Background: an optimization exercise with open tools, aiming at small area, a short achievable clock period and few clock cycles. Do not read the settings as production practice.
At most, simulation tests tie the RTL to the original design; equivalence was not proved.
No functional check of the RTL was part of run 1.
Power and IR drop assume default switching activity.

[flow/flow/run.sh]
#!/bin/bash
set -uo pipefail
here=$(pwd)
export BUFFER_PORTS_ARGS="-buffer_cell sky130_fd_sc_hd__buf_1"
export CTS_ARGS="-sink_clustering_enable -repair_clock_nets -dont_use_dummy_load -sink_clustering_size 14 -sink_clustering_max_diameter 50 -buf_list sky130_fd_sc_hd__clkbuf_8"
export IO_CONSTRAINTS="$here/flow/io.tcl"
bash standard.sh > standard.log 2>&1
[flow/flow/io.tcl]
# Keep the FIFO handshake pins and the output handshake next to each other, so the
# paths from an empty flag to its read enable stay short.
set ctl {vlan_empty vlan_rd_en phv_empty phv_rd_en phv[384] head_empty head_rd_en head_last[0] head_last[1] body_empty body_rd_en body_last out_ready out_valid}
set_io_pin_constraint -pin_names $ctl -region right:180-220
[flow/standard.sh]
#!/bin/bash
# synth_recipe.tcl (not shown) runs the flow's synth.tcl, then flattens the netlist and writes it again
# the make line also repeats each setting of config.mk as NAME=value (left out here)
make -C /OpenROAD-flow-scripts/flow DESIGN_CONFIG=/design/flow/config.mk WORK_HOME=/design/flow/orfs CLKGATE_MAP_FILE= SYNTH_SCRIPT=/design/flow/synth_recipe.tcl "${@:-finish}"
[flow/config.mk]
export PLATFORM = sky130hd
export DESIGN_NAME = deparser_top
export DESIGN_NICKNAME = deparser_top
export VERILOG_FILES = /design/flow/design.v
export SDC_FILE = /design/flow/constraint.sdc
export NUM_CORES = 8
export LEC_CHECK = 0
export CAP_MARGIN = 20
export CORE_MARGIN = 2
export CORE_UTILIZATION = 40
export CTS_BUF_LIST = sky130_fd_sc_hd__clkbuf_8
export CTS_CLUSTER_DIAMETER = 50
export CTS_CLUSTER_SIZE = 14
export SETUP_SLACK_MARGIN = 5.0
export SLEW_MARGIN = 20
export SYNTH_HIERARCHICAL = 1
export SYNTH_MINIMUM_KEEP_SIZE = 1000000
[flow/constraint.sdc]
create_clock -name core_clock -period 9.0 [get_ports {clk}]
set_input_delay 1.8000 -clock core_clock [delete_from_list [all_inputs] [get_ports {clk}]]
set_output_delay 1.8000 -clock core_clock [all_outputs]
set_load 0.01 [all_outputs]
[flow/design.v]
`default_nettype none
package deparser_pkg;
	typedef logic [8*8-1:0] seg_data_t;
	typedef logic [8-1:0] seg_keep_t;
	typedef logic [16*8-1:0] head_data_t;  
	typedef logic [16-1:0] head_keep_t;
	typedef logic [16/8-1:0] head_last_t;
	typedef logic [385-1:0] phv_t;
	typedef logic [12-1:0] vlan_id_t;
	typedef logic [$clog2(32)-1:0] table_addr_t;
	typedef logic [4*16-1:0] act_entry_t;  
	typedef logic [16-1:0] parse_act_t;
	typedef logic [1:0] field_kind_t;  
	typedef logic [47:0] field_val_t;
	typedef logic [6:0] byte_off_t;
	typedef enum logic [3:0] {IDLE, WAIT_RAM, START, PATCH, FLUSH_SEG0, FLUSH_SEG1,
		FLUSH_BODY, DROP_HEAD, DROP_BODY} depar_state_t;
	typedef enum logic [1:0] {WAIT_HDR, WAIT_ADDR, WAIT_DATA, FLUSH_REST} ctrl_state_t;
	typedef enum logic [1:0] {SEL_SEG0, SEL_SEG1, SEL_BODY} out_sel_t;
endpackage
`default_nettype wire
`timescale 1ns/1ps
`default_nettype none
module act_table_loader
(
	input wire clk,
	input wire aresetn,
	input deparser_pkg::seg_data_t ctrl_data,
	input wire ctrl_valid,
	input wire ctrl_last,
	output logic wr_en,
	output deparser_pkg::table_addr_t wr_addr,
	output logic [31:0] wr_data
);
	deparser_pkg::ctrl_state_t state;
	deparser_pkg::act_entry_t data_rev;
	logic [31:0] acts, acts_q;
	deparser_pkg::table_addr_t addr_q;
	always_comb begin
		for (int i = 0; i < 8; i++)
			data_rev[8*i +: 8] = ctrl_data[8*(8-1-i) +: 8];
	end
	always_comb begin
		for (int a = 0; a < 4; a++) begin
			acts[8*a+6 +: 2] = (data_rev[16*(3-a)] && data_rev[16*(3-a)+10 +: 3] == 3'b000) ?
				data_rev[16*(3-a)+1 +: 2] : 2'b00;
			acts[8*a+4 +: 2] = data_rev[16*(3-a)+3 +: 2];
			acts[8*a +: 4] = data_rev[16*(3-a)+6 +: 4];
		end
	end
	always_comb begin
		int n;
		wr_data = '0;
		n = 0;
		for (int a = 0; a < 4; a++) begin
			if (acts_q[8*a+6 +: 2] != 2'b00) begin
				wr_data[8*n +: 8] = acts_q[8*a +: 8];
				n = n + 1;
			end
		end
	end
	always_ff @(posedge clk) begin
		if (!aresetn) begin
			state <= deparser_pkg::WAIT_HDR;
			wr_en <= 1'b0;
		end else begin
			wr_en <= ctrl_valid && state == deparser_pkg::WAIT_DATA;
			if (ctrl_valid) begin
				case (state)
					deparser_pkg::WAIT_HDR: if (!ctrl_last) state <= deparser_pkg::WAIT_ADDR;
					deparser_pkg::WAIT_ADDR: begin
						if (ctrl_data[2:0] == 3'b101 && !ctrl_last)
							state <= deparser_pkg::WAIT_DATA;
						else
							state <= ctrl_last ? deparser_pkg::WAIT_HDR : deparser_pkg::FLUSH_REST;
					end
					deparser_pkg::WAIT_DATA:
						state <= ctrl_last ? deparser_pkg::WAIT_HDR : deparser_pkg::FLUSH_REST;
					deparser_pkg::FLUSH_REST: if (ctrl_last) state <= deparser_pkg::WAIT_HDR;
				endcase
			end
		end
	end
	always_ff @(posedge clk) begin
		if (ctrl_valid && state == deparser_pkg::WAIT_ADDR)
			addr_q <= ctrl_data[8 +: $clog2(32)];
		if (ctrl_valid && state == deparser_pkg::WAIT_DATA)
			wr_addr <= addr_q;
		if (ctrl_valid && state == deparser_pkg::WAIT_DATA)
			acts_q <= acts;
	end
endmodule
`default_nettype wire
`timescale 1ns/1ps
`default_nettype none
module act_table_ram
(
	input wire clk,
	input wire aresetn,
	input wire wr_en,
	input deparser_pkg::table_addr_t wr_addr,
	input wire [31:0] wr_data,
	input deparser_pkg::table_addr_t rd_addr,
	output logic [31:0] rd_data
);
	localparam int RINGS = 10;
	logic [31:0] ring [RINGS][3];
	logic [31:0] pair [2];
	logic [1:0] c;
	logic ph, pend, busy;
	logic [RINGS-1:0] land_r;
	logic land_p;
	logic [32-1:0] wsel, rsel;
	always_comb begin
		for (int i = 0; i < 32; i++) begin
			wsel[i] = wr_addr == i;
			rsel[i] = rd_addr == i;
		end
	end
	assign busy = wr_en || pend;
	always_comb begin
		for (int r = 0; r < RINGS; r++)
			land_r[r] = busy && ((wsel[3*r] && c == 2'd0) || (wsel[3*r+1] && c == 2'd1) ||
				(wsel[3*r+2] && c == 2'd2));
	end
	assign land_p = busy && ((wsel[30] && ph) || (wsel[31] && !ph));
	always_ff @(posedge clk) begin
		c <= (c == 2'd2 || c == 2'd3) ? 2'd0 : c + 2'd1;
		ph <= !ph;
		for (int r = 0; r < RINGS; r++) begin
			ring[r][0] <= ring[r][1];
			ring[r][1] <= ring[r][2];
			ring[r][2] <= land_r[r] ? wr_data : ring[r][0];
		end
		pair[1] <= pair[0];
		pair[0] <= land_p ? wr_data : pair[1];
	end
	always_ff @(posedge clk) begin
		if (!aresetn)
			pend <= 1'b0;
		else
			pend <= busy && !(|land_r || land_p);
	end
	always_comb begin
		rd_data = '0;
		for (int r = 0; r < RINGS; r++) begin
			for (int p = 0; p < 3; p++) begin
				rd_data = rd_data | ({32{(c == 2'd0 && rsel[3*r + p]) ||
					(c == 2'd1 && rsel[3*r + (p+1)%3]) ||
					(c == 2'd2 && rsel[3*r + (p+2)%3])}} & ring[r][p]);
			end
		end
		rd_data = rd_data | ({32{rsel[30] && !ph || rsel[31] && ph}} & pair[0]);
		rd_data = rd_data | ({32{rsel[30] && ph || rsel[31] && !ph}} & pair[1]);
	end
endmodule
`default_nettype wire
`timescale 1ns/1ps
`default_nettype none
module field_extract
(
	input deparser_pkg::phv_t phv,
	input wire [7:0] act,  
	output deparser_pkg::seg_data_t data,
	output deparser_pkg::head_keep_t wmask
);
	localparam int BASE_4B = 4 * 16;
	localparam int BASE_6B = BASE_4B + 4 * 32;
	logic [1:0] kind, idx;
	logic [3:0] off;
	logic [47:0] left;
	deparser_pkg::seg_data_t ordered;
	logic [5:0] span;
	assign kind = act[7:6];
	assign idx = act[5:4];
	assign off = act[3:0];
	always_comb begin
		left = '0;
		case (kind)
			2'b01: left[47:32] = phv[16*idx +: 16];
			2'b10: left[47:16] = phv[BASE_4B + 32*idx +: 32];
			default: left = phv[BASE_6B + 48*idx +: 48];
		endcase
		ordered = '0;
		for (int j = 0; j < 6; j++)
			ordered[8*j +: 8] = left[8*(5-j) +: 8];
		case (kind)
			2'b01: span = 6'b000011;
			2'b10: span = 6'b001111;
			2'b11: span = 6'b111111;
			default: span = 6'b000000;
		endcase
	end
	assign data = ({ordered, ordered} << (8*off[2:0])) >> 64;
	assign wmask = 16'(span) << off;
endmodule
`default_nettype wire
`timescale 1ns/1ps
`default_nettype none
module head_buffer
(
	input wire seg,
	input deparser_pkg::head_data_t ov,
	input deparser_pkg::head_keep_t ov_mask,
	input deparser_pkg::head_data_t head_data,
	output deparser_pkg::seg_data_t seg_data
);
	always_comb begin
		for (int p = 0; p < 8; p++) begin
			if (seg)
				seg_data[8*p +: 8] = ov_mask[8+p] ? ov[64 + 8*p +: 8] : head_data[64 + 8*p +: 8];
			else
				seg_data[8*p +: 8] = ov_mask[p] ? ov[8*p +: 8] : head_data[8*p +: 8];
		end
	end
endmodule
`default_nettype wire
`timescale 1ns/1ps
`default_nettype none
`default_nettype wire
`timescale 1ns/1ps
`default_nettype none
module deparser_top
(
	input wire clk,
	input wire aresetn,
	input deparser_pkg::phv_t phv,
	input wire phv_empty,
	output logic phv_rd_en,
	input deparser_pkg::vlan_id_t vlan_id,
	input wire vlan_empty,
	output logic vlan_rd_en,
	input deparser_pkg::head_data_t head_data,
	input deparser_pkg::head_keep_t head_keep,
	input deparser_pkg::head_last_t head_last,
	input wire head_empty,
	output logic head_rd_en,
	input deparser_pkg::seg_data_t body_data,
	input deparser_pkg::seg_keep_t body_keep,
	input wire body_last,
	input wire body_empty,
	output logic body_rd_en,
	output deparser_pkg::seg_data_t out_data,
	output deparser_pkg::seg_keep_t out_keep,
	output logic out_last,
	output logic out_valid,
	input wire out_ready,
	input deparser_pkg::seg_data_t ctrl_data,
	input wire ctrl_valid,
	input wire ctrl_last
);
	logic wr_en;
	deparser_pkg::table_addr_t wr_addr;
	logic [31:0] wr_data, lookup;
	deparser_pkg::table_addr_t rd_addr;
	act_table_loader u_loader (.clk(clk), .aresetn(aresetn), .ctrl_data(ctrl_data),
		.ctrl_valid(ctrl_valid), .ctrl_last(ctrl_last), .wr_en(wr_en), .wr_addr(wr_addr),
		.wr_data(wr_data));
	act_table_ram u_ram (.clk(clk), .aresetn(aresetn), .wr_en(wr_en), .wr_addr(wr_addr), .wr_data(wr_data),
		.rd_addr(rd_addr), .rd_data(lookup));
	logic [31:0] e0, e0_n;
	deparser_pkg::table_addr_t iq0, iq1;
	logic iv0, iv1, ev0, ev0_n, e_load;
	logic j0v, j0d, j1v, j1d, j0v_n, j0d_n, j1v_n, j1d_n;
	deparser_pkg::head_data_t ov0, ov1;
	deparser_pkg::head_keep_t om0, om1;
	logic full0, full1, drop0, drop1, wp, rp, pe_act, seg_q;
	logic full0_n, full1_n, drop0_n, drop1_n, wp_n, rp_n, seg_n, kd_n, ks_n;
	logic pe_ok;   
	logic pe_fin;  
	logic k_send;  
	logic k_go;    
	logic k_seg0;  
	logic b_drop;  
	logic b_fwd1;  
	logic o_nfin, o_nok, o_ngo, o_nseg0, o_nbd, o_nbf, o_niv1;
	logic enq_e, deq_e, pe_go, pe_step, pe_done;
	logic b_pop, b_done, b_fwd, j_enq, j_enq_d;
	logic hasbody, last_seg, h_out, consume;
	deparser_pkg::seg_data_t pdata, patched;
	deparser_pkg::head_keep_t pcover;
	assign vlan_rd_en = !vlan_empty && o_niv1;
	assign enq_e = !vlan_empty && !iv1;
	assign phv_rd_en = !phv_empty && (!o_nfin || (!o_nok && phv[384]));
	assign pe_done = !phv_empty && (pe_fin || (pe_ok && phv[384]));
	assign deq_e = pe_done;
	assign pe_go = pe_ok && !phv_empty;
	assign pe_step = pe_go;
	assign hasbody = head_last == 2'b00;
	assign last_seg = seg_q || head_last[0];
	assign h_out = !head_empty && out_ready && k_send;
	assign consume = !head_empty && out_ready && (k_go || (k_seg0 && head_last[0]));
	assign head_rd_en = !head_empty && out_ready && (!o_ngo || (!o_nseg0 && head_last[0]));
	assign j_enq = consume && hasbody;
	assign j_enq_d = !k_send;
	assign b_pop = !body_empty && (b_drop || (b_fwd1 && out_ready));
	assign body_rd_en = !body_empty && (!o_nbd || (!o_nbf && out_ready));
	assign b_done = b_pop && body_last;
	assign b_fwd = b_pop && b_fwd1;
	assign rd_addr = iq0;
	assign e_load = iv0 && (!ev0 || deq_e);
	always_comb begin
		ev0_n = e_load || (ev0 && !deq_e);
		if (e_load)
			e0_n = lookup;
		else if (pe_step)
			e0_n = {8'h00, e0[31:8]};
		else
			e0_n = e0;
		j0v_n = j0v;
		j0d_n = j0d;
		j1v_n = j1v;
		j1d_n = j1d;
		if (b_done) begin
			j0v_n = j1v || j_enq;
			j0d_n = j1v ? j1d : j_enq_d;
			j1v_n = j1v && j_enq;
			j1d_n = j_enq_d;
		end else if (j_enq) begin
			if (j0v) begin
				j1v_n = 1'b1;
				j1d_n = j_enq_d;
			end else begin
				j0v_n = 1'b1;
				j0d_n = j_enq_d;
			end
		end
		wp_n = wp ^ pe_done;
		rp_n = rp ^ consume;
		full0_n = (pe_done && !wp) || (full0 && !(consume && !rp));
		full1_n = (pe_done && wp) || (full1 && !(consume && rp));
		drop0_n = (pe_done && !wp) ? phv[384] : drop0;
		drop1_n = (pe_done && wp) ? phv[384] : drop1;
		seg_n = h_out ? !last_seg : seg_q;
		kd_n = (rp_n ? full1_n && drop1_n : full0_n && drop0_n) && !j1v_n;
		ks_n = (rp_n ? full1_n && !drop1_n : full0_n && !drop0_n) && !j1v_n &&
			!(j0v_n && !j0d_n) && !(j1v_n && !j1d_n);
	end
	always_ff @(posedge clk) begin
		if (!aresetn) begin
			ev0 <= 1'b0;
			iv0 <= 1'b0;
			iv1 <= 1'b0;
			j0v <= 1'b0;
			j1v <= 1'b0;
			full0 <= 1'b0;
			full1 <= 1'b0;
			wp <= 1'b0;
			rp <= 1'b0;
			pe_act <= 1'b0;
			seg_q <= 1'b0;
			pe_ok <= 1'b0;
			pe_fin <= 1'b0;
			k_send <= 1'b0;
			k_go <= 1'b0;
			k_seg0 <= 1'b0;
			b_drop <= 1'b0;
			b_fwd1 <= 1'b0;
			o_nfin <= 1'b1;
			o_nok <= 1'b1;
			o_ngo <= 1'b1;
			o_nseg0 <= 1'b1;
			o_nbd <= 1'b1;
			o_nbf <= 1'b1;
			o_niv1 <= 1'b1;
		end else begin
			ev0 <= ev0_n;
			iv0 <= iv1 || (iv0 && !e_load) || enq_e;
			iv1 <= iv1 ? !e_load : (iv0 && !e_load && enq_e);
			j0v <= j0v_n;
			j1v <= j1v_n;
			full0 <= full0_n;
			full1 <= full1_n;
			wp <= wp_n;
			rp <= rp_n;
			if (pe_go)
				pe_act <= !pe_done;
			seg_q <= seg_n;
			pe_ok <= ev0_n && !(wp_n ? full1_n : full0_n);
			pe_fin <= ev0_n && !(wp_n ? full1_n : full0_n) && e0_n[15:14] == 2'b00;
			k_send <= ks_n;
			k_go <= kd_n || (ks_n && seg_n);
			k_seg0 <= ks_n && !seg_n;
			b_drop <= j0v_n && j0d_n;
			b_fwd1 <= j0v_n && !j0d_n;
			o_nfin <= !(ev0_n && !(wp_n ? full1_n : full0_n) && e0_n[15:14] == 2'b00);
			o_nok <= !(ev0_n && !(wp_n ? full1_n : full0_n));
			o_ngo <= !(kd_n || (ks_n && seg_n));
			o_nseg0 <= !(ks_n && !seg_n);
			o_nbd <= !(j0v_n && j0d_n);
			o_nbf <= !(j0v_n && !j0d_n);
			o_niv1 <= !(iv1 ? !e_load : (iv0 && !e_load && enq_e));
		end
	end
	always_ff @(posedge clk) begin
		e0 <= e0_n;
		if (iv1 ? e_load : (!iv0 || e_load))
			iq0 <= iv1 ? iq1 : vlan_id[8:4];
		if (!iv1)
			iq1 <= vlan_id[8:4];
		j0d <= j0d_n;
		j1d <= j1d_n;
		drop0 <= drop0_n;
		drop1 <= drop1_n;
	end
	field_extract u_fx (.phv(phv), .act(e0[7:0]), .data(pdata), .wmask(pcover));
	always_ff @(posedge clk) begin
		if (pe_ok && !wp) begin
			for (int k = 0; k < 16; k++) begin
				if (pcover[k])
					ov0[8*k +: 8] <= pdata[8*(k%8) +: 8];
				om0[k] <= pcover[k] || (pe_act && om0[k]);
			end
		end
		if (pe_ok && wp) begin
			for (int k = 0; k < 16; k++) begin
				if (pcover[k])
					ov1[8*k +: 8] <= pdata[8*(k%8) +: 8];
				om1[k] <= pcover[k] || (pe_act && om1[k]);
			end
		end
	end
	head_buffer u_head (.seg(seg_q), .ov(rp ? ov1 : ov0), .ov_mask(rp ? om1 : om0),
		.head_data(head_data), .seg_data(patched));
	always_ff @(posedge clk) begin
		out_data <= b_fwd1 ? body_data : patched;
		out_keep <= b_fwd1 ? body_keep : (seg_q ? head_keep[15:8] : head_keep[7:0]);
		out_last <= b_fwd1 ? body_last : (seg_q ? head_last[1] : head_last[0]);
	end
	always_ff @(posedge clk) begin
		if (!aresetn)
			out_valid <= 1'b0;
		else
			out_valid <= h_out || b_fwd;
	end
endmodule
`default_nettype wire
==> impl_metrics.prom, run 1 <==
# TYPE chip_impl_metric gauge
chip_impl_metric{name="nets",unit=""} 6158
chip_impl_metric{name="first_global_vias",unit=""} 41014
chip_impl_info{name="critical_path_class",value="primary input to output pin"} 1
chip_impl_metric{name="timing.slew.headroom",unit="%"} 26.32
chip_impl_metric{name="synth_fp_nets",unit=""} 5551
chip_impl_info{name="status",value="finished clean"} 1
chip_impl_metric{name="multi_input_area",unit="um^2"} 21100
chip_impl_metric{name="groute.usage.overall",unit="%"} 29.64
chip_impl_metric{name="crit_arrival",unit="ns"} 2.41
chip_impl_info{name="grt_setup_unrepaired",value="true"} 1
chip_impl_metric{name="start_util",unit="%"} 40.24
chip_impl_metric{name="maxCapViolations",unit=""} 0
chip_impl_metric{name="layout.core_utilization",unit="%"} 45.32
chip_impl_metric{name="die_w",unit="um"} 378.4
chip_impl_metric{name="synth-warning-count",unit=""} 13
chip_impl_info{name="timing.hold.worst.start",value="u_ram.ring[26][13]"} 1
chip_impl_metric{name="average_footprint_of_a_synthesized_cell",unit="um^2"} 11.59
chip_impl_metric{name="cellLeakagePower",unit="uW"} 0.02181
chip_impl_metric{name="worst_hold_path.num_cells",unit=""} 0
chip_impl_info{name="worstReg2RegStart",value="e0[6]"} 1
chip_impl_metric{name="max_freq",unit="GHz"} 0.2376
chip_impl_metric{name="timing.reg2reg.setup_slack",unit="ns"} 5.05
chip_impl_metric{name="timing.hold.ws",unit="ns"} 0.2997
chip_impl_metric{name="grt_remaining_overflow",unit=""} 0
chip_impl_metric{name="vias_per_cell",unit=""} 5.939
chip_impl_metric{name="worst_r2r_path_depth",unit=""} 8
chip_impl_metric{name="drtAntennaViolNets",unit=""} 0
chip_impl_info{name="worst_hold_path.endpoint",value="u_ram.ring[25][13]"} 1
chip_impl_metric{name="floorplan.core_area",unit="um^2"} 139400
chip_impl_metric{name="io_buffers",unit=""} 743
chip_impl_metric{name="design_area",unit="um^2"} 63160
chip_impl_metric{name="ir_worst_vdd",unit="mV"} 0.1433
chip_impl_info{name="timing.critical_path.to_type",value="output pin"} 1
chip_impl_metric{name="required",unit="ns"} 7.20
chip_impl_metric{name="report.final.hold_viol_count",unit=""} 0
chip_impl_metric{name="final-setup-viol-count",unit=""} 0
chip_impl_metric{name="finalCriticalPeriod",unit="ns"} 4.208
chip_impl_metric{name="power-per-cell-area",unit="nW/um^2"} 190.3
chip_impl_metric{name="detailed_router_iteration_count_before_antenna_repair",unit=""} 7
chip_impl_metric{name="drt_drc_violations_left",unit=""} 0
chip_impl_metric{name="dr_total_vias",unit=""} 43636
chip_impl_metric{name="dieArea",unit="um^2"} 143200
chip_impl_metric{name="synth_area",unit="um^2"} 56080
chip_impl_metric{name="worst_skew_pair.late_latency",unit="ns"} 0.87
chip_impl_metric{name="share_of_synthesized_area_occupied_by_flip_flops_and_latches",unit="%"} 60.28
chip_impl_metric{name="setup_tns_final",unit="ns"} 0
chip_impl_metric{name="seqCellArea",unit="um^2"} 33810
chip_impl_metric{name="synth_seq_cells",unit=""} 1506
chip_impl_metric{name="hpwl",unit="um"} 147400
chip_impl_metric{name="first_iter_violations",unit=""} 5653
chip_impl_metric{name="drive_gt1_share",unit="%"} 10.01
chip_impl_metric{name="wl",unit="um"} 220300
chip_impl_info{name="cts_tree",value="built"} 1
chip_impl_metric{name="io-pin-count",unit=""} 767
chip_impl_metric{name="slew_at_the_pin_closest_to_its_max_slew_limit",unit="ns"} 1.094
chip_impl_info{name="worst_r2r_endpoint",value="ov0[32]"} 1
chip_impl_metric{name="gp_congestion",unit=""} 0.9314
chip_impl_info{name="startpoint_type",value="primary input"} 1
chip_impl_metric{name="antenna_found_initial",unit=""} 70
chip_impl_metric{name="num_rows",unit=""} 137
chip_impl_metric{name="die-height",unit="um"} 378.4
chip_impl_info{name="cell_by_cell_trace_of_the_critical_path",value="clkbuf_2 -> nand2b_1 -> a21oi_2 -> buf_2"} 1
chip_impl_metric{name="timing_max_transition_violations_final",unit=""} 0
chip_impl_metric{name="pin_count_of_the_biggest_net_entering_global_routing",unit=""} 97
chip_impl_metric{name="async_reset_ff_share",unit="%"} 0
chip_impl_metric{name="ctsLongestPathBuffers",unit=""} 3
chip_impl_metric{name="cts.reportedPaths.clkPinSlew",unit="ns"} 0.08
chip_impl_metric{name="synth_enable_flop_cells",unit=""} 365
chip_impl_metric{name="synth_cells",unit=""} 4839
chip_impl_info{name="root_buffer",value="clkbuf_8"} 1
chip_impl_metric{name="grt_pass1_wl",unit="um"} 303200
chip_impl_metric{name="period_share",unit="%"} 46.76
chip_impl_metric{name="cts_num_sinks",unit=""} 1506
chip_impl_metric{name="postCtsHoldBufs",unit=""} 0
chip_impl_metric{name="clock-skew-final",unit="ns"} 0.1032
chip_impl_metric{name="netlist-cell-type-count",unit=""} 79
chip_impl_metric{name="tritoncts.num_buffers",unit=""} 140
chip_impl_metric{name="routedWlPerCell",unit="um"} 29.98
chip_impl_info{name="synth_flop_cell",value="dfxtp_1"} 1
chip_impl_metric{name="slowest_delay",unit="ns"} 0.20
chip_impl_metric{name="cp_max_fanout",unit=""} 4
chip_impl_info{name="worstHoldPathType",value="flip-flop to flip-flop"} 1
chip_impl_metric{name="post_place_instance_area",unit="um^2"} 60810
chip_impl_info{name="worst_path_max_delay_cell",value="a21oi_2"} 1
chip_impl_metric{name="flow.area_growth_from_synthesis",unit="%"} 12.63
chip_impl_metric{name="n_fill_cell",unit=""} 13127
chip_impl_metric{name="htreeDepth",unit=""} 4
## repair_timing
item,4_1_cts,5_1_grt
endpoints found under the setup margin,115,277
pin swaps,2,2
setup buffers,4,3
gates cloned,0,1
resized for setup,41,32
## cell usage after synthesis (44+ instances only)
master | instances | area share, %
nand3_1 | 68 | 0.61
a22oi_1 | 182 | 2.4
o21ai_0 | 483 | 4.3
nor2_1 | 180 | 1.2
dfxtp_1 | 1141 | 41
nand2_1 | 709 | 4.7
a22o_1 | 93 | 1.5
clkbuf_1 | 263 | 1.8
a21oi_1 | 135 | 1.2
buf_1 | 44 | 0.29
mux4_2 | 160 | 6.4
nand4_1 | 60 | 0.67
edfxtp_1 | 365 | 20
a221oi_1 | 76 | 1.2
mux2i_1 | 301 | 5.4
buf_2 | 70 | 0.62
a222oi_1 | 110 | 2.0
## placed cells by master, fill, tap and decap left out, drive strengths merged, types with 27 or more instances in the layout
| cell | count |
|---|---|
| clkbuf | 143 |
| inv | 38 |
| nand4 | 60 |
| edfxtp | 365 |
| a222oi | 110 |
| nand2 | 709 |
| dfxtp | 1141 |
| a22oi | 182 |
| a21oi | 135 |
| mux2 | 28 |
| nor2 | 180 |
| buf | 850 |
| a22o | 93 |
| mux2i | 304 |
| o21ai | 483 |
| mux4 | 160 |
| a31oi | 27 |
| nand3 | 68 |
| diode | 27 |
| a221oi | 77 |
## routing by layer
| layer | vias up | GRT usage [%] | part of all wire [%] |
|---|---|---|---|
| met1 | 21547 | 40.66 | 42 |
| met4 | 82 | 9.156 | 2.9 |
| met3 | 461 | 11.42 | 13 |
| met5 | - | 1.166 | 0.33 |
| met2 | 2460 | 42.81 | 42 |
| li1 | 19086 | - | - |
## state kept, by name (all words and copies together), names as in the netlist, 2 cells and up
register / cells
u_ram.pair: 64
om1: 16
u_loader.acts_q: 32
u_loader.state: 2
out_data: 64
u_ram.c: 2
e0: 32
u_loader.wr_addr: 5
om0: 16
iq0: 5
iq1: 5
ov0: 128
ov1: 128
out_keep: 8
u_loader.addr_q: 5
u_ram.ring: 960
## critical path, delay by kind of cell
kind | cells | cell delay [ns]
AND/OR/NAND/NOR | 1 | 0.08
AO/OA/AOI/OAI | 1 | 0.20
buffers and inverters | 2 | 0.32
## worst max path at each step
stage | start | slack (ns) | depth (start not counted) | endpoint
final | phv[384] | 4.79 | 4 | phv_rd_en
after global routing | phv[384] | 4.76 | 4 | phv_rd_en
after CTS | phv[384] | 4.64 | 4 | phv_rd_en
after detailed placement | phv[94] | 4.39 | 7 | ov1[126]
after global placement | phv[29] | 4.37 | 7 | ov0[61]
after floorplan | head_empty | 5.03 | 2 | head_rd_en
## through the flow
stage,total power [uW],cells,setup WS [ns]
after global routing,12390,7336,4.763
after CTS,12030,7316,4.641
after floorplan,7973,4839,5.027
final,12020,7347,4.792
after global placement,8573,7170,4.367
after detailed placement,8593,7172,4.387
## kinds of logic (layout without fill, tap and decap cells)
family	Yosys count	after routing	synth area share, %
buffers and inverters	429	1034	3.121
adders and majority gates	24	24	0.5444
DFF	1506	1506	60.28
xor gates and xnor gates	2	2	0.03124
other	0	27	0
and+or+nand+nor	1197	1197	9.416
muxes	492	492	12.47
AOI/OAI and AO/OA	1189	1189	14.14
## where the power goes
part	internal, uW	switching [uW]
Combinational	459	881
Sequential	7080	69.3
Clock	1390	2140
## final cells by class
type	count	share of cell area [%]
Clock buffer	140	3.051
Sequential cell	1506	53.54
Tap cell	1876	3.716
Inverter	41	0.2437
Antenna cell	27	0.1070
Timing Repair Buffer	853	5.935
Multi-Input combinational cell	2904	33.41
==> run 2, diff against run 1 <==
--- a/flow/design.v
+++ b/flow/design.v
@@ -101,7 +101,8 @@
 	input deparser_pkg::table_addr_t wr_addr,
 	input wire [31:0] wr_data,
 	input deparser_pkg::table_addr_t rd_addr,
-	output logic [31:0] rd_data
+	output logic [31:0] rd_data,
+	output logic rd_hit
 );
 	localparam int RINGS = 10;
 	logic [31:0] ring [RINGS][3];
@@ -143,15 +144,12 @@
 	end
 	always_comb begin
 		rd_data = '0;
-		for (int r = 0; r < RINGS; r++) begin
-			for (int p = 0; p < 3; p++) begin
-				rd_data = rd_data | ({32{(c == 2'd0 && rsel[3*r + p]) ||
-					(c == 2'd1 && rsel[3*r + (p+1)%3]) ||
-					(c == 2'd2 && rsel[3*r + (p+2)%3])}} & ring[r][p]);
-			end
-		end
-		rd_data = rd_data | ({32{rsel[30] && !ph || rsel[31] && ph}} & pair[0]);
-		rd_data = rd_data | ({32{rsel[30] && ph || rsel[31] && !ph}} & pair[1]);
+		for (int r = 0; r < RINGS; r++)
+			rd_data = rd_data | ({32{rsel[3*r] || rsel[3*r+1] || rsel[3*r+2]}} & ring[r][0]);
+		rd_data = rd_data | ({32{rsel[30] || rsel[31]}} & pair[0]);
+		rd_hit = (rsel[30] && !ph) || (rsel[31] && ph);
+		for (int i = 0; i < 3*RINGS; i++)
+			rd_hit = rd_hit || (rsel[i] && c == 2'(i % 3));
 	end
 endmodule
 `default_nettype wire
@@ -252,15 +250,17 @@
 	logic wr_en;
 	deparser_pkg::table_addr_t wr_addr;
 	logic [31:0] wr_data, lookup;
+	logic rd_hit;
 	deparser_pkg::table_addr_t rd_addr;
 	act_table_loader u_loader (.clk(clk), .aresetn(aresetn), .ctrl_data(ctrl_data),
 		.ctrl_valid(ctrl_valid), .ctrl_last(ctrl_last), .wr_en(wr_en), .wr_addr(wr_addr),
 		.wr_data(wr_data));
 	act_table_ram u_ram (.clk(clk), .aresetn(aresetn), .wr_en(wr_en), .wr_addr(wr_addr), .wr_data(wr_data),
-		.rd_addr(rd_addr), .rd_data(lookup));
-	logic [31:0] e0, e0_n;
+		.rd_addr(rd_addr), .rd_data(lookup), .rd_hit(rd_hit));
+	logic [31:0] e0, e0_n, e1;
 	deparser_pkg::table_addr_t iq0, iq1;
-	logic iv0, iv1, ev0, ev0_n, e_load;
+	logic iv0, iv1, ev0, ev0_n, e_load, ev1, lk_on, lk_done;
+	logic [1:0] lk;
 	logic j0v, j0d, j1v, j1d, j0v_n, j0d_n, j1v_n, j1d_n;
 	deparser_pkg::head_data_t ov0, ov1;
 	deparser_pkg::head_keep_t om0, om1;
@@ -298,11 +298,13 @@
 	assign b_done = b_pop && body_last;
 	assign b_fwd = b_pop && b_fwd1;
 	assign rd_addr = iq0;
-	assign e_load = iv0 && (!ev0 || deq_e);
+	assign lk_on = iv0 && (!ev1 || e_load);
+	assign lk_done = lk_on && lk == 2'd2;
+	assign e_load = ev1 && (!ev0 || deq_e);
 	always_comb begin
 		ev0_n = e_load || (ev0 && !deq_e);
 		if (e_load)
-			e0_n = lookup;
+			e0_n = e1;
 		else if (pe_step)
 			e0_n = {8'h00, e0[31:8]};
 		else
@@ -339,6 +341,8 @@
 	always_ff @(posedge clk) begin
 		if (!aresetn) begin
 			ev0 <= 1'b0;
+			ev1 <= 1'b0;
+			lk <= 2'd0;
 			iv0 <= 1'b0;
 			iv1 <= 1'b0;
 			j0v <= 1'b0;
@@ -365,8 +369,10 @@
 			o_niv1 <= 1'b1;
 		end else begin
 			ev0 <= ev0_n;
-			iv0 <= iv1 || (iv0 && !e_load) || enq_e;
-			iv1 <= iv1 ? !e_load : (iv0 && !e_load && enq_e);
+			ev1 <= lk_done || (ev1 && !e_load);
+			lk <= lk_done ? 2'd0 : lk + 2'(lk_on);
+			iv0 <= iv1 || (iv0 && !lk_done) || enq_e;
+			iv1 <= iv1 ? !lk_done : (iv0 && !lk_done && enq_e);
 			j0v <= j0v_n;
 			j1v <= j1v_n;
 			full0 <= full0_n;
@@ -389,13 +395,15 @@
 			o_nseg0 <= !(ks_n && !seg_n);
 			o_nbd <= !(j0v_n && j0d_n);
 			o_nbf <= !(j0v_n && !j0d_n);
-			o_niv1 <= !(iv1 ? !e_load : (iv0 && !e_load && enq_e));
+			o_niv1 <= !(iv1 ? !lk_done : (iv0 && !lk_done && enq_e));
 		end
 	end
 	always_ff @(posedge clk) begin
 		e0 <= e0_n;
-		if (iv1 ? e_load : (!iv0 || e_load))
+		if (iv1 ? lk_done : (!iv0 || lk_done))
 			iq0 <= iv1 ? iq1 : vlan_id[8:4];
+		if (lk_on && rd_hit)
+			e1 <= lookup;
 		if (!iv1)
 			iq1 <= vlan_id[8:4];
 		j0d <= j0d_n;
==> flow/flow/run.sh (replaced) <==
#!/bin/bash
set -uo pipefail
here=$(pwd)
export BUFFER_PORTS_ARGS="-buffer_cell sky130_fd_sc_hd__buf_1"
export CTS_ARGS="-sink_clustering_enable -repair_clock_nets -dont_use_dummy_load -sink_clustering_size 20 -sink_clustering_max_diameter 60 -buf_list sky130_fd_sc_hd__clkbuf_8"
export IO_CONSTRAINTS="$here/flow/io.tcl"
bash standard.sh > standard.log 2>&1
==> run 2 against run 1 <==
Compared with the run above: final area shrank 4.4%; count of clock-buffer cells in the layout shrank 31; sequential share of layout area grew 4.2 points; sequential power is essentially flat; die area shrank 3.3%; combinational power shrank 52%; hold slack lost 0.055 ns; utilization shrank 0.60 points.
==> impl_metrics.prom, run 2 <==
# TYPE chip_impl_metric gauge
chip_impl_metric{name="gp_congestion",unit=""} 0.9425
chip_impl_info{name="timing.critical_path.to_type",value="output pin"} 1
chip_impl_info{name="synth_top_family_by_area",value="multiplexers"} 1
chip_impl_metric{name="parity_gate_share_of_the_synthesized_area_counting_xor_and_xnor_cells",unit="%"} 0.1293
chip_impl_metric{name="synth-adder-area-share",unit="%"} 0.5864
chip_impl_info{name="worst_hold_path.endpoint",value="u_ram.ring[0][31]"} 1
chip_impl_metric{name="finalCriticalPeriod",unit="ns"} 4.138
chip_impl_metric{name="io-pin-count",unit=""} 767
chip_impl_info{name="worst_r2r_endpoint",value="ov0[66]"} 1
chip_impl_info{name="grt_setup_unrepaired",value="true"} 1
chip_impl_info{name="critical_path_class",value="primary input to output pin"} 1
chip_impl_metric{name="seqCellArea",unit="um^2"} 34830
chip_impl_metric{name="multi_input_area",unit="um^2"} 18110
chip_impl_metric{name="start_util",unit="%"} 40.15
chip_impl_metric{name="die-height",unit="um"} 372.1
chip_impl_metric{name="worst_hold_path.num_cells",unit=""} 0
chip_impl_info{name="yosys-top-cells-count",value="dfxtp_1, nand2_1, mux2i_1"} 1
chip_impl_metric{name="io_buffers",unit=""} 743
chip_impl_metric{name="n_fill_cell",unit=""} 12629
chip_impl_metric{name="post_place_instance_area",unit="um^2"} 58270
chip_impl_metric{name="synth_cells",unit=""} 4428
chip_impl_metric{name="synth.mux.area_fraction",unit="%"} 12.56
chip_impl_metric{name="routedWlPerCell",unit="um"} 27.16
chip_impl_metric{name="report.final.hold_viol_count",unit=""} 0
chip_impl_metric{name="ctsLongestPathBuffers",unit=""} 3
chip_impl_metric{name="synth_area",unit="um^2"} 54190
chip_impl_metric{name="power-per-cell-area",unit="nW/um^2"} 181.3
chip_impl_metric{name="detailed_router_iteration_count_before_antenna_repair",unit=""} 7
chip_impl_metric{name="period_share",unit="%"} 45.98
chip_impl_metric{name="layout.core_utilization",unit="%"} 44.72
chip_impl_metric{name="netlist.area_leader.share",unit="%"} 42.26
chip_impl_metric{name="synth_enable_flop_cells",unit=""} 397
chip_impl_metric{name="nets",unit=""} 5733
chip_impl_metric{name="timing.slew.headroom",unit="%"} 22.97
chip_impl_info{name="root_buffer",value="clkbuf_8"} 1
chip_impl_metric{name="timing.reg2reg.setup_slack",unit="ns"} 5.03
chip_impl_info{name="synth_flop_cell",value="dfxtp_1"} 1
chip_impl_metric{name="synthSimpleGateAreaFrac",unit="%"} 8.069
chip_impl_metric{name="share_of_synthesized_area_occupied_by_flip_flops_and_latches",unit="%"} 64.26
chip_impl_metric{name="average_footprint_of_a_synthesized_cell",unit="um^2"} 12.24
chip_impl_metric{name="die_w",unit="um"} 372.1
chip_impl_metric{name="dr_total_vias",unit=""} 37440
chip_impl_metric{name="maxCapViolations",unit=""} 0
chip_impl_metric{name="setup_tns_final",unit="ns"} 0
chip_impl_metric{name="cellLeakagePower",unit="uW"} 0.02185
chip_impl_metric{name="htreeDepth",unit=""} 3
chip_impl_info{name="mostFrequentLayoutCell",value="dfxtp_1"} 1
chip_impl_metric{name="floorplan.core_area",unit="um^2"} 135000
chip_impl_metric{name="first_iter_violations",unit=""} 4133
chip_impl_metric{name="drt_drc_violations_left",unit=""} 0
chip_impl_info{name="timing.hold.worst.start",value="u_ram.ring[1][31]"} 1
chip_impl_metric{name="flow.area_growth_from_synthesis",unit="%"} 11.37
chip_impl_metric{name="first_global_vias",unit=""} 34723
chip_impl_info{name="worstReg2RegStart",value="e0[5]"} 1
chip_impl_metric{name="drtAntennaViolNets",unit=""} 0
chip_impl_metric{name="pin_count_of_the_biggest_net_entering_global_routing",unit=""} 132
chip_impl_info{name="startpoint_type",value="primary input"} 1
chip_impl_metric{name="drive_gt1_share",unit="%"} 8.071
chip_impl_metric{name="wl",unit="um"} 185400
chip_impl_metric{name="setup_slack",unit="ns"} 4.862
chip_impl_info{name="cts_tree",value="built"} 1
chip_impl_metric{name="compound_gate_portion_of_the_synthesized_area",unit="%"} 11.33
chip_impl_metric{name="slew_at_the_pin_closest_to_its_max_slew_limit",unit="ns"} 1.156
chip_impl_info{name="cp-startpoint",value="head_last[0]"} 1
chip_impl_metric{name="worst_r2r_path_depth",unit=""} 7
chip_impl_metric{name="ir_worst_vdd",unit="mV"} 0.1064
chip_impl_metric{name="crit_arrival",unit="ns"} 2.34
chip_impl_metric{name="grt_remaining_overflow",unit=""} 0
chip_impl_metric{name="dieArea",unit="um^2"} 138400
chip_impl_info{name="post-synth-top-area-cell",value="dfxtp_1"} 1
chip_impl_metric{name="cp_max_fanout",unit=""} 8
chip_impl_metric{name="netlist-cell-type-count",unit=""} 90
chip_impl_metric{name="clock-skew-final",unit="ns"} 0.1150
chip_impl_metric{name="largest_register_ff_count",unit=""} 960
chip_impl_metric{name="vias_per_cell",unit=""} 5.485
chip_impl_metric{name="final-setup-viol-count",unit=""} 0
chip_impl_info{name="synth.most_common_cell",value="dfxtp_1"} 1
chip_impl_metric{name="async_reset_ff_share",unit="%"} 0
chip_impl_metric{name="synth-warning-count",unit=""} 13
chip_impl_info{name="status",value="finished clean"} 1
chip_impl_metric{name="cts.reportedPaths.clkPinSlew",unit="ns"} 0.11
chip_impl_info{name="most_frequent_cells_in_the_layout",value="dfxtp_1, buf_1, nand2_1, mux2i_1, o21ai_0"} 1
chip_impl_metric{name="total_power",unit="uW"} 10940
chip_impl_metric{name="max_freq",unit="GHz"} 0.2416
chip_impl_info{name="largest_registers",value="u_ram.ring (960), ov0 (128), ov1 (128)"} 1
chip_impl_metric{name="synth_seq_cells",unit=""} 1541
chip_impl_metric{name="worst_skew_pair.late_latency",unit="ns"} 0.83
chip_impl_info{name="top_register",value="u_ram.ring"} 1
chip_impl_metric{name="tritoncts.num_buffers",unit=""} 109
chip_impl_metric{name="num_rows",unit=""} 135
chip_impl_metric{name="postCtsHoldBufs",unit=""} 0
chip_impl_info{name="yosys-top-cells-area",value="dfxtp_1, edfxtp_1, mux2i_1, nand2_1, o21ai_0"} 1
chip_impl_metric{name="required",unit="ns"} 7.20
chip_impl_metric{name="grt_pass1_wl",unit="um"} 253200
chip_impl_metric{name="design_area",unit="um^2"} 60350
chip_impl_metric{name="antenna_found_initial",unit=""} 49
chip_impl_info{name="worstHoldPathType",value="flip-flop to flip-flop"} 1
chip_impl_metric{name="timing_max_transition_violations_final",unit=""} 0
chip_impl_metric{name="detailedPlace.worstSlack",unit="ns"} 3.982
chip_impl_metric{name="groute.usage.overall",unit="%"} 25.71
chip_impl_metric{name="hpwl",unit="um"} 130700
chip_impl_metric{name="synth_fp_nets",unit=""} 5141
chip_impl_metric{name="cts_num_sinks",unit=""} 1541
## run 2: cell count changes after synthesis, sizes merged, moves of 51 or more
cell	previous run	this run
nand2	709	630
nor2	180	84
clkbuf	263	205
a22oi	182	83
a21oi	135	48
a222oi	110	31
nand4	60	9
mux2i	304	456
a22o	93	36
o22ai	12	87
mux4	160	92
## run 2: what timing repair did
item,4_1_cts,5_1_grt
setup endpoints to repair,191,292
buffers inserted,1,8
resized for setup,42,34
pin swaps,2,6
## run 2: per-stage QoR
stage,instances,hold WS [ns]
4_1_cts,6788,0.2470
3_3_place_gp,6677,0.3096
5_1_grt,6810,0.2551
3_5_place_dp,6678,0.3121
6_report,6826,0.2447
2_1_floorplan,4428,0.3096
## run 2: worst max-delay path, stage by stage
cell and delay [ns]:
buf_6 0.12, nand2b_1 0.09, a21oi_4 0.19, buf_6 0.13
## run 2: worst max path at each step
stage            endpoint  slack (ns)
6_report       head_rd_en        4.86
5_1_grt        head_rd_en        4.87
4_1_cts        head_rd_en        4.74
3_5_place_dp        e0[0]        3.98
3_3_place_gp        e0[0]        4.04
2_1_floorplan  head_rd_en        5.06
## run 2: routing by layer
metal | part of all wire (%) | global-route usage [%] | routed length, um
met1 | 44 | 35.80 | 81120
met2 | 43 | 38.28 | 80490
met3 | 8.9 | 6.765 | 16540
met4 | 3.8 | 9.437 | 6990
met5 | 0.14 | 0.9091 | 252
## run 2: layout make-up
class	count	share of cell area, %
flip-flops and latches	1541	57.72
inverters	34	0.2135
clock buffers	109	2.486
diodes	27	0.1119
multi-input cells	2526	30.01
well taps	1781	3.692
repair buffers	808	5.770
## run 2: power breakdown
group,internal (uW),switching (uW)
Clock,1080,2040
Sequential,7130,44.2
Combinational,217,428
Total,8430,2510
## run 2: cells by family after synthesis
family	count (synthesis)
AO/OA/AOI/OAI	954
XOR/XNOR	8
adder cells (fa/ha/maj)	25
AND/OR/NAND/NOR	976
flip-flops	1541
buffers and inverters	361
multiplexers	563
Testbench counts of run 2, summed over its fixed seeds: cycles 7,869.
==> run 3, diff against run 2 <==
==> flow/flow/run.sh (replaced) <==
#!/bin/bash
set -uo pipefail
here=$(pwd)
export BUFFER_PORTS_ARGS="-buffer_cell sky130_fd_sc_hd__buf_1"
export CTS_ARGS="-sink_clustering_enable -repair_clock_nets -dont_use_dummy_load -sink_clustering_size 28 -sink_clustering_max_diameter 70 -buf_list sky130_fd_sc_hd__clkbuf_16"
export IO_CONSTRAINTS="$here/flow/io.tcl"
bash standard.sh > standard.log 2>&1
==> run 3 against run 2 <==
Compared with the run above: still clean; sequential share of layout area shrank 0.50 points; clock power grew 23%; global-route usage is essentially flat; total power grew 6.7%; flip-flop and latch count is the same; area after synthesis is the same; final cell count shrank 0.40%; largest cell class unchanged.
==> impl_metrics.prom, run 3 <==
# TYPE chip_impl_metric gauge
chip_impl_metric{name="dieArea",unit="um^2"} 138400
chip_impl_info{name="timing.critical_path.max_delay_family",value="buffers and inverters"} 1
chip_impl_metric{name="groute.usage.overall",unit="%"} 25.70
chip_impl_metric{name="netlist.area_leader.share",unit="%"} 42.26
chip_impl_metric{name="slew_at_the_pin_closest_to_its_max_slew_limit",unit="ns"} 1.132
chip_impl_metric{name="ctsLongestPathBuffers",unit=""} 3
chip_impl_metric{name="wl",unit="um"} 184800
chip_impl_metric{name="setup_slack",unit="ns"} 4.847
chip_impl_info{name="worst_path_max_delay_cell",value="a21oi_4"} 1
chip_impl_metric{name="io-pin-count",unit=""} 767
chip_impl_metric{name="synth_fp_nets",unit=""} 5141
chip_impl_metric{name="drt_drc_violations_left",unit=""} 0
chip_impl_info{name="post-synth-top-area-cell",value="dfxtp_1"} 1
chip_impl_metric{name="cp_max_fanout",unit=""} 8
chip_impl_metric{name="critical_path_depth",unit=""} 4
chip_impl_metric{name="async_reset_ff_share",unit="%"} 0
chip_impl_metric{name="worst_hold_path.num_cells",unit=""} 0
chip_impl_info{name="grt_setup_unrepaired",value="true"} 1
chip_impl_metric{name="gp_congestion",unit=""} 0.9425
chip_impl_metric{name="report.final.hold_viol_count",unit=""} 0
chip_impl_metric{name="final-setup-viol-count",unit=""} 0
chip_impl_metric{name="vias_per_cell",unit=""} 5.503
chip_impl_metric{name="io_buffers",unit=""} 743
chip_impl_info{name="most_frequent_cells_in_the_layout",value="dfxtp_1, buf_1, nand2_1, mux2i_1, o21ai_0"} 1
chip_impl_metric{name="power_frac_clock",unit="%"} 33.0
chip_impl_metric{name="grt_remaining_overflow",unit=""} 0
chip_impl_metric{name="detail_route.wirelength.met1",unit="um"} 80530
chip_impl_metric{name="htreeDepth",unit=""} 3
chip_impl_metric{name="nets",unit=""} 5706
chip_impl_metric{name="seq_power_share",unit="%"} 61.5
chip_impl_metric{name="cts_num_sinks",unit=""} 1541
chip_impl_metric{name="detailedPlace.worstSlack",unit="ns"} 3.982
chip_impl_metric{name="flow.area_growth_from_synthesis",unit="%"} 12.35
chip_impl_metric{name="pin_count_of_the_biggest_net_entering_global_routing",unit=""} 132
chip_impl_metric{name="synth_area",unit="um^2"} 54190
chip_impl_metric{name="worst_skew_pair.late_latency",unit="ns"} 0.72
chip_impl_metric{name="grt_pass1_wl",unit="um"} 253000
chip_impl_info{name="startpoint_type",value="primary input"} 1
chip_impl_metric{name="multi_input_area",unit="um^2"} 18040
chip_impl_metric{name="tritoncts.num_buffers",unit=""} 88
chip_impl_metric{name="clock-skew-final",unit="ns"} 0.06882
chip_impl_info{name="status",value="finished clean"} 1
chip_impl_metric{name="start_util",unit="%"} 40.15
chip_impl_metric{name="num_rows",unit=""} 135
chip_impl_info{name="worstReg2RegStart",value="u_loader.acts_q[7]"} 1
chip_impl_metric{name="crit_arrival",unit="ns"} 2.35
chip_impl_info{name="yosys-top-cells-count",value="dfxtp_1, nand2_1, mux2i_1"} 1
chip_impl_info{name="synth_flop_cell",value="dfxtp_1"} 1
chip_impl_metric{name="floorplan.core_area",unit="um^2"} 135000
chip_impl_metric{name="worst_r2r_path_depth",unit=""} 9
chip_impl_metric{name="timing_max_transition_violations_final",unit=""} 0
chip_impl_metric{name="dr_total_vias",unit=""} 37416
chip_impl_metric{name="share_comb_of_total_power",unit="%"} 5.5
chip_impl_metric{name="power-per-cell-area",unit="nW/um^2"} 191.6
chip_impl_info{name="crit_path_frequent_cell",value="buf_6"} 1
chip_impl_info{name="synth.most_common_cell",value="dfxtp_1"} 1
chip_impl_metric{name="die-height",unit="um"} 372.1
chip_impl_metric{name="power.internal",unit="uW"} 9081
chip_impl_metric{name="met3WireLength",unit="um"} 17220
chip_impl_metric{name="cellLeakagePower",unit="uW"} 0.02209
chip_impl_metric{name="synth_cells",unit=""} 4428
chip_impl_metric{name="drtAntennaViolNets",unit=""} 0
chip_impl_info{name="cp-startpoint",value="head_last[0]"} 1
chip_impl_metric{name="synthSimpleGateAreaFrac",unit="%"} 8.069
chip_impl_info{name="timing.hold.worst.start",value="u_ram.ring[26][2]"} 1
chip_impl_metric{name="die_w",unit="um"} 372.1
chip_impl_metric{name="netlist-cell-type-count",unit=""} 90
chip_impl_metric{name="synth.mux.area_fraction",unit="%"} 12.56
chip_impl_metric{name="maxCapViolations",unit=""} 0
chip_impl_info{name="largest_registers",value="u_ram.ring (960), ov0 (128), ov1 (128)"} 1
chip_impl_info{name="mostFrequentLayoutCell",value="dfxtp_1"} 1
chip_impl_metric{name="period_share",unit="%"} 46.14
chip_impl_metric{name="route.met2.wl",unit="um"} 79760
chip_impl_metric{name="timing.slew.headroom",unit="%"} 22.34
chip_impl_metric{name="drive_gt1_share",unit="%"} 7.493
chip_impl_info{name="top_register",value="u_ram.ring"} 1
chip_impl_metric{name="p_switching",unit="uW"} 2586
chip_impl_metric{name="synth_enable_flop_cells",unit=""} 397
chip_impl_metric{name="finalCriticalPeriod",unit="ns"} 4.153
chip_impl_metric{name="detailed_router_iteration_count_before_antenna_repair",unit=""} 6
chip_impl_metric{name="parity_gate_share_of_the_synthesized_area_counting_xor_and_xnor_cells",unit="%"} 0.1293
chip_impl_info{name="synth_top_family_by_area",value="multiplexers"} 1
chip_impl_info{name="critical_path_class",value="primary input to output pin"} 1
chip_impl_info{name="dr.max_layer_used",value="met5"} 1
chip_impl_metric{name="power.share.switching",unit="%"} 22.17
chip_impl_metric{name="n_fill_cell",unit=""} 12556
chip_impl_metric{name="required",unit="ns"} 7.20
chip_impl_metric{name="synth-warning-count",unit=""} 13
chip_impl_metric{name="first_iter_violations",unit=""} 3967
chip_impl_metric{name="synth-adder-area-share",unit="%"} 0.5864
chip_impl_metric{name="average_footprint_of_a_synthesized_cell",unit="um^2"} 12.24
chip_impl_info{name="worstHoldPathType",value="flip-flop to flip-flop"} 1
chip_impl_metric{name="synth_seq_cells",unit=""} 1541
chip_impl_metric{name="cts.reportedPaths.clkPinSlew",unit="ns"} 0.10
chip_impl_metric{name="routedWlPerCell",unit="um"} 27.18
chip_impl_info{name="timing.critical_path.to_type",value="output pin"} 1
chip_impl_metric{name="share_of_synthesized_area_occupied_by_flip_flops_and_latches",unit="%"} 64.26
chip_impl_metric{name="slowest_delay",unit="ns"} 0.20
chip_impl_metric{name="antenna_found_initial",unit=""} 45
chip_impl_metric{name="max_freq",unit="GHz"} 0.2408
chip_impl_info{name="cts_tree",value="built"} 1
chip_impl_metric{name="largest_register_ff_count",unit=""} 960
chip_impl_metric{name="first_global_vias",unit=""} 34617
chip_impl_metric{name="ir_worst_vdd",unit="mV"} 0.1389
chip_impl_info{name="yosys-top-cells-area",value="dfxtp_1, edfxtp_1, mux2i_1, nand2_1, o21ai_0"} 1
chip_impl_metric{name="compound_gate_portion_of_the_synthesized_area",unit="%"} 11.33
chip_impl_metric{name="layout.core_utilization",unit="%"} 45.11
chip_impl_metric{name="timing.critical_path.buf_inv",unit=""} 2
chip_impl_info{name="root_buffer",value="clkbuf_16"} 1
chip_impl_metric{name="seqCellArea",unit="um^2"} 34830
chip_impl_metric{name="setup_tns_final",unit="ns"} 0
chip_impl_info{name="cell_by_cell_trace_of_the_critical_path",value="buf_6 -> nand2b_1 -> a21oi_4 -> buf_6"} 1
chip_impl_metric{name="hpwl",unit="um"} 130700
==> run 3: changes by cell type in the layout (fill, tap and decap cells not counted), sizes merged <==
cell | before | now
buf | 808 | 802
clkbuf | 109 | 88
==> run 3: path summary, 6_finish.rpt <==
kind,slack (ns),to
setup / recovery,4.85,head_rd_en
hold / removal,0.29,u_ram.ring[25][2]
setup reg to reg,5.00,u_ram.ring[11][10]
hold reg to reg,0.29,u_ram.ring[25][2]
==> run 3: area by class of cell <==
cell class	count	share of cell area (%)
diodes	27	0.1110
clock buffers	88	3.617
inverters	34	0.2117
multi-input cells	2526	29.62
flip-flops and latches	1541	57.21
well taps	1781	3.660
repair buffers	802	5.563
==> run 3: layer usage <==
metal | global-route usage, % | vias up
met5 | 0.9091 | -
met3 | 6.685 | 287
met2 | 38.59 | 1671
met1 | 35.86 | 18339
li1 | - | 17099
met4 | 8.669 | 20
==> run 3: cell families after synthesis <==
group / count (synthesis)
xor gates and xnor gates: 8
muxes: 563
AOI/OAI and AO/OA: 954
and+or+nand+nor: 976
DFF: 1541
adders and majority gates: 25
buffers and inverters: 361
==> run 3: metrics by stage <==
| stage | area (um^2) | power (uW) | hold WS, ns | cells |
|---|---|---|---|---|
| 2_1_floorplan | 54200 | 7591 | 0.3096 | 4428 |
| 3_3_place_gp | 58260 | 7942 | 0.3096 | 6677 |
| 3_5_place_dp | 58270 | 7948 | 0.3121 | 6678 |
| 4_1_cts | 60640 | 11730 | 0.2846 | 6767 |
| 5_1_grt | 60840 | 12020 | 0.2927 | 6781 |
| 6_report | 60880 | 11670 | 0.2883 | 6799 |
==> run 3: repair_timing <==
action	4_1_cts	5_1_grt
buffers inserted	1	3
setup endpoints to repair	172	319
pin swaps	2	3
hold buffers	0	0
resized for setup	44	21
==> run 3: power by group through the flow <==
stage | combinational, uW | clock [uW] | sequential (uW)
5_1_grt | 671 | 4160 | 7190
6_report | 638 | 3850 | 7180
2_1_floorplan | 277 | 0 | 7310
3_3_place_gp | 608 | 0 | 7330
4_1_cts | 621 | 3930 | 7180
3_5_place_dp | 612 | 0 | 7340
==> run 4, diff against run 3 <==
==> flow/flow/run.sh (replaced) <==
#!/bin/bash
set -uo pipefail
here=$(pwd)
export BUFFER_PORTS_ARGS="-buffer_cell sky130_fd_sc_hd__buf_1"
export CTS_ARGS="-sink_clustering_enable -repair_clock_nets -dont_use_dummy_load -sink_clustering_size 14 -sink_clustering_max_diameter 50 -buf_list sky130_fd_sc_hd__clkbuf_8"
export IO_CONSTRAINTS="$here/flow/io.tcl"
bash standard.sh > standard.log 2>&1
==> run 4 against run 3 <==
Compared with the run above: synthesized cell count unchanged; count of clock-buffer cells in the layout up 58; critical path depth is the same; clock skew is 0.030 ns higher; global-route usage rose by 0.14 points; clock power decreased by 7.3%; non-clock buffer count up 5; still clean on timing, DRC and antenna; critical endpoint unchanged; via count rose by 0.53%.
==> impl_metrics.prom, run 4 <==
# TYPE chip_impl_metric gauge
chip_impl_info{name="status",value="finished clean"} 1
chip_impl_metric{name="synth_area",unit="um^2"} 54190
chip_impl_metric{name="cts.reportedPaths.clkPinSlew",unit="ns"} 0.09
chip_impl_metric{name="grt_remaining_overflow",unit=""} 0
chip_impl_metric{name="synth-warning-count",unit=""} 13
chip_impl_metric{name="io_buffers",unit=""} 743
chip_impl_metric{name="max_freq",unit="GHz"} 0.2432
chip_impl_info{name="top_register",value="u_ram.ring"} 1
chip_impl_metric{name="netlist.area_leader.share",unit="%"} 42.26
chip_impl_metric{name="share_of_synthesized_area_occupied_by_flip_flops_and_latches",unit="%"} 64.26
chip_impl_metric{name="synth_seq_cells",unit=""} 1541
chip_impl_metric{name="htreeDepth",unit=""} 4
chip_impl_metric{name="groute.usage.overall",unit="%"} 25.84
chip_impl_info{name="cts_tree",value="built"} 1
chip_impl_metric{name="synth_fp_nets",unit=""} 5141
chip_impl_metric{name="worst_skew_pair.late_latency",unit="ns"} 0.87
chip_impl_metric{name="worst_r2r_path_depth",unit=""} 9
chip_impl_info{name="yosys-top-cells-area",value="dfxtp_1, edfxtp_1, mux2i_1, nand2_1, o21ai_0"} 1
chip_impl_metric{name="met3WireLength",unit="um"} 17330
chip_impl_metric{name="async_reset_ff_share",unit="%"} 0
chip_impl_metric{name="netlist-cell-type-count",unit=""} 90
chip_impl_metric{name="post_place_instance_area",unit="um^2"} 58270
chip_impl_metric{name="wl",unit="um"} 185800
chip_impl_info{name="grt_setup_unrepaired",value="true"} 1
chip_impl_metric{name="detail_route.wirelength.met1",unit="um"} 80850
chip_impl_metric{name="worst_hold_path.num_cells",unit=""} 0
chip_impl_metric{name="crit_arrival",unit="ns"} 2.31
chip_impl_metric{name="ir_worst_vdd",unit="mV"} 0.1416
chip_impl_metric{name="average_footprint_of_a_synthesized_cell",unit="um^2"} 12.24
chip_impl_metric{name="period_share",unit="%"} 45.69
chip_impl_metric{name="detailed_router_iteration_count_before_antenna_repair",unit=""} 8
chip_impl_metric{name="finalCriticalPeriod",unit="ns"} 4.112
chip_impl_info{name="startpoint_type",value="primary input"} 1
chip_impl_metric{name="final-setup-viol-count",unit=""} 0
chip_impl_metric{name="multi_input_area",unit="um^2"} 18110
chip_impl_metric{name="required",unit="ns"} 7.20
chip_impl_metric{name="synth_cells",unit=""} 4428
chip_impl_metric{name="slew_at_the_pin_closest_to_its_max_slew_limit",unit="ns"} 1.118
chip_impl_metric{name="ctsLongestPathBuffers",unit=""} 3
chip_impl_info{name="timing.critical_path.to_type",value="output pin"} 1
chip_impl_metric{name="num_rows",unit=""} 135
chip_impl_metric{name="start_util",unit="%"} 40.15
chip_impl_metric{name="postCtsHoldBufs",unit=""} 0
chip_impl_metric{name="largest_register_ff_count",unit=""} 960
chip_impl_metric{name="drive_gt1_share",unit="%"} 8.726
chip_impl_info{name="most_frequent_cells_in_the_layout",value="dfxtp_1, buf_1, nand2_1, mux2i_1, o21ai_0"} 1
chip_impl_metric{name="design_area",unit="um^2"} 60830
chip_impl_metric{name="clock-skew-final",unit="ns"} 0.09845
chip_impl_metric{name="floorplan.core_area",unit="um^2"} 135000
chip_impl_metric{name="io-pin-count",unit=""} 767
chip_impl_metric{name="cp_max_fanout",unit=""} 3
chip_impl_metric{name="routedWlPerCell",unit="um"} 27.09
chip_impl_metric{name="report.final.hold_viol_count",unit=""} 0
chip_impl_metric{name="dr_total_vias",unit=""} 37616
chip_impl_metric{name="drt_drc_violations_left",unit=""} 0
chip_impl_metric{name="pin_count_of_the_biggest_net_entering_global_routing",unit=""} 132
chip_impl_metric{name="nets",unit=""} 5769
chip_impl_metric{name="first_iter_violations",unit=""} 4013
chip_impl_metric{name="vias_per_cell",unit=""} 5.483
chip_impl_metric{name="seqCellArea",unit="um^2"} 34830
chip_impl_metric{name="die-height",unit="um"} 372.1
chip_impl_metric{name="setup_tns_final",unit="ns"} 0
chip_impl_metric{name="n_fill_cell",unit=""} 12604
chip_impl_metric{name="cellLeakagePower",unit="uW"} 0.02211
chip_impl_metric{name="antenna_found_initial",unit=""} 48
chip_impl_info{name="critical_path_class",value="primary input to output pin"} 1
chip_impl_metric{name="gp_congestion",unit=""} 0.9425
chip_impl_metric{name="power-per-cell-area",unit="nW/um^2"} 187.3
chip_impl_metric{name="setup_slack",unit="ns"} 4.888
chip_impl_metric{name="first_global_vias",unit=""} 34981
chip_impl_metric{name="hpwl",unit="um"} 130700
chip_impl_info{name="synth.most_common_cell",value="dfxtp_1"} 1
chip_impl_info{name="root_buffer",value="clkbuf_8"} 1
chip_impl_info{name="mostFrequentLayoutCell",value="dfxtp_1"} 1
chip_impl_metric{name="drtAntennaViolNets",unit=""} 0
chip_impl_metric{name="route.met2.wl",unit="um"} 81040
chip_impl_metric{name="tritoncts.num_buffers",unit=""} 146
chip_impl_info{name="dr.max_layer_used",value="met5"} 1
chip_impl_metric{name="maxCapViolations",unit=""} 0
chip_impl_info{name="yosys-top-cells-count",value="dfxtp_1, nand2_1, mux2i_1"} 1
chip_impl_metric{name="cts_num_sinks",unit=""} 1541
chip_impl_metric{name="detailedPlace.worstSlack",unit="ns"} 3.982
chip_impl_metric{name="timing.slew.headroom",unit="%"} 23.33
chip_impl_metric{name="die_w",unit="um"} 372.1
chip_impl_metric{name="timing_max_transition_violations_final",unit=""} 0
chip_impl_info{name="post-synth-top-area-cell",value="dfxtp_1"} 1
chip_impl_metric{name="grt_pass1_wl",unit="um"} 254000
chip_impl_metric{name="dieArea",unit="um^2"} 138400
chip_impl_metric{name="synth_enable_flop_cells",unit=""} 397
chip_impl_metric{name="flow.area_growth_from_synthesis",unit="%"} 12.25
chip_impl_info{name="synth_flop_cell",value="dfxtp_1"} 1
chip_impl_info{name="largest_registers",value="u_ram.ring (960), ov0 (128), ov1 (128)"} 1
chip_impl_info{name="worstHoldPathType",value="flip-flop to flip-flop"} 1
run 4: power breakdown:
group / switching (uW) / internal [uW] / leakage (uW)
registers: 44.2 / 7130 / 0.0129
clock network: 2130 / 1440 / 0.00105
logic: 429 / 215 / 0.00816
run 4: layout make-up:
type	instances	share of cell area [%]
clock buffers	146	3.303
diodes	25	0.1028
flip-flops and latches	1541	57.27
repair buffers	807	5.671
inverters	34	0.2119
multi-input cells	2526	29.78
well taps	1781	3.663
run 4: stage by stage:
step / util (%) / hold slack, ns / power, uW / cells
after floorplan: - / 0.3096 / 7591 / 4428
after global placement: 43.17 / 0.3096 / 7942 / 6677
after detailed placement: 43.18 / 0.3121 / 7948 / 6678
after CTS: 44.79 / 0.2728 / 11460 / 6825
after global routing: 45.04 / 0.2797 / 11760 / 6845
final: 45.07 / 0.2830 / 11390 / 6860
run 4: final timing paths:
check | start | to | slack (ns)
hold reg to reg | u_ram.ring[8][15] | u_ram.ring[7][15] | 0.28
hold / removal | u_ram.ring[8][15] | u_ram.ring[7][15] | 0.28
setup reg to reg | e0[6] | ov0[2] | 5.03
setup / recovery | head_empty | head_rd_en | 4.89
run 4: critical path, cell delays in order:
cell	delay (ns)
buf_6	0.09
nand2b_4	0.14
a21oi_4	0.15
buf_6	0.13
run 4: repair_timing:
action,in CTS,in global routing
gates resized for setup,43,32
pin swaps,2,6
buffers inserted,1,7
endpoints found under the setup margin,189,280
endpoints found under the hold margin,0,0
run 4: metal layers:
metal / up-vias / GRT usage, %
li1: 17198 / -
met1: 18369 / 35.81
met2: 1717 / 38.71
met3: 308 / 6.897
met4: 24 / 9.189
met5: - / 0.9091
run 4: logic make-up (layout without fill, tap and decap cells):
family                     after synthesis  after routing  synth area share (%)
and+or+nand+nor                        976            976                 8.069
adders and majority gates               25             25                0.5865
AOI/OAI and AO/OA                      954            954                 11.33
muxes                                  563            563                 12.56
buffers and inverters                  361            987                 3.068
xor gates and xnor gates                 8              8                0.1293
other                                    0             25                     0
DFF                                   1541           1541                 64.26

[what the ideal ports hide]
Ports are ideal in the flow. The routed layouts listed here were re-timed in OpenROAD. Step 1 assumes that a clkbuf_16 drives the clock port and a buf_2 every other input. Step 2, shift: input delay + t, output delay - t, t = (earliest + latest rising clock arrival at the registers) / 2. This alone moves slack from input paths to output paths. a / b / c = ideal ports / drivers / drivers and shift; a / b = the first two.
run | shift t [ns] | slack for setup (ns) | worst setup path at the end | clock arrival spread, ns | slew at the worst register clock pin (ns)
run 1 | 0.910 | 4.792 / 4.709 / 4.344 | input to register | 0.125 / 0.124 | 0.10 / 0.10
run 2 | 0.847 | 4.862 / 4.761 / 4.377 | input to register | 0.159 / 0.159 | 0.12 / 0.12
run 3 | 0.744 | 4.847 / 4.752 / 4.457 | input to register | 0.108 / 0.108 | 0.10 / 0.10
run 4 | 0.879 | 4.888 / 4.783 / 4.379 | input to register | 0.136 / 0.136 | 0.09 / 0.09
After both steps setup and hold are still met in every run listed. For run 4, which loses most, drivers alone change the setup slack by -0.105 ns; drivers and shift together by -0.509 ns.
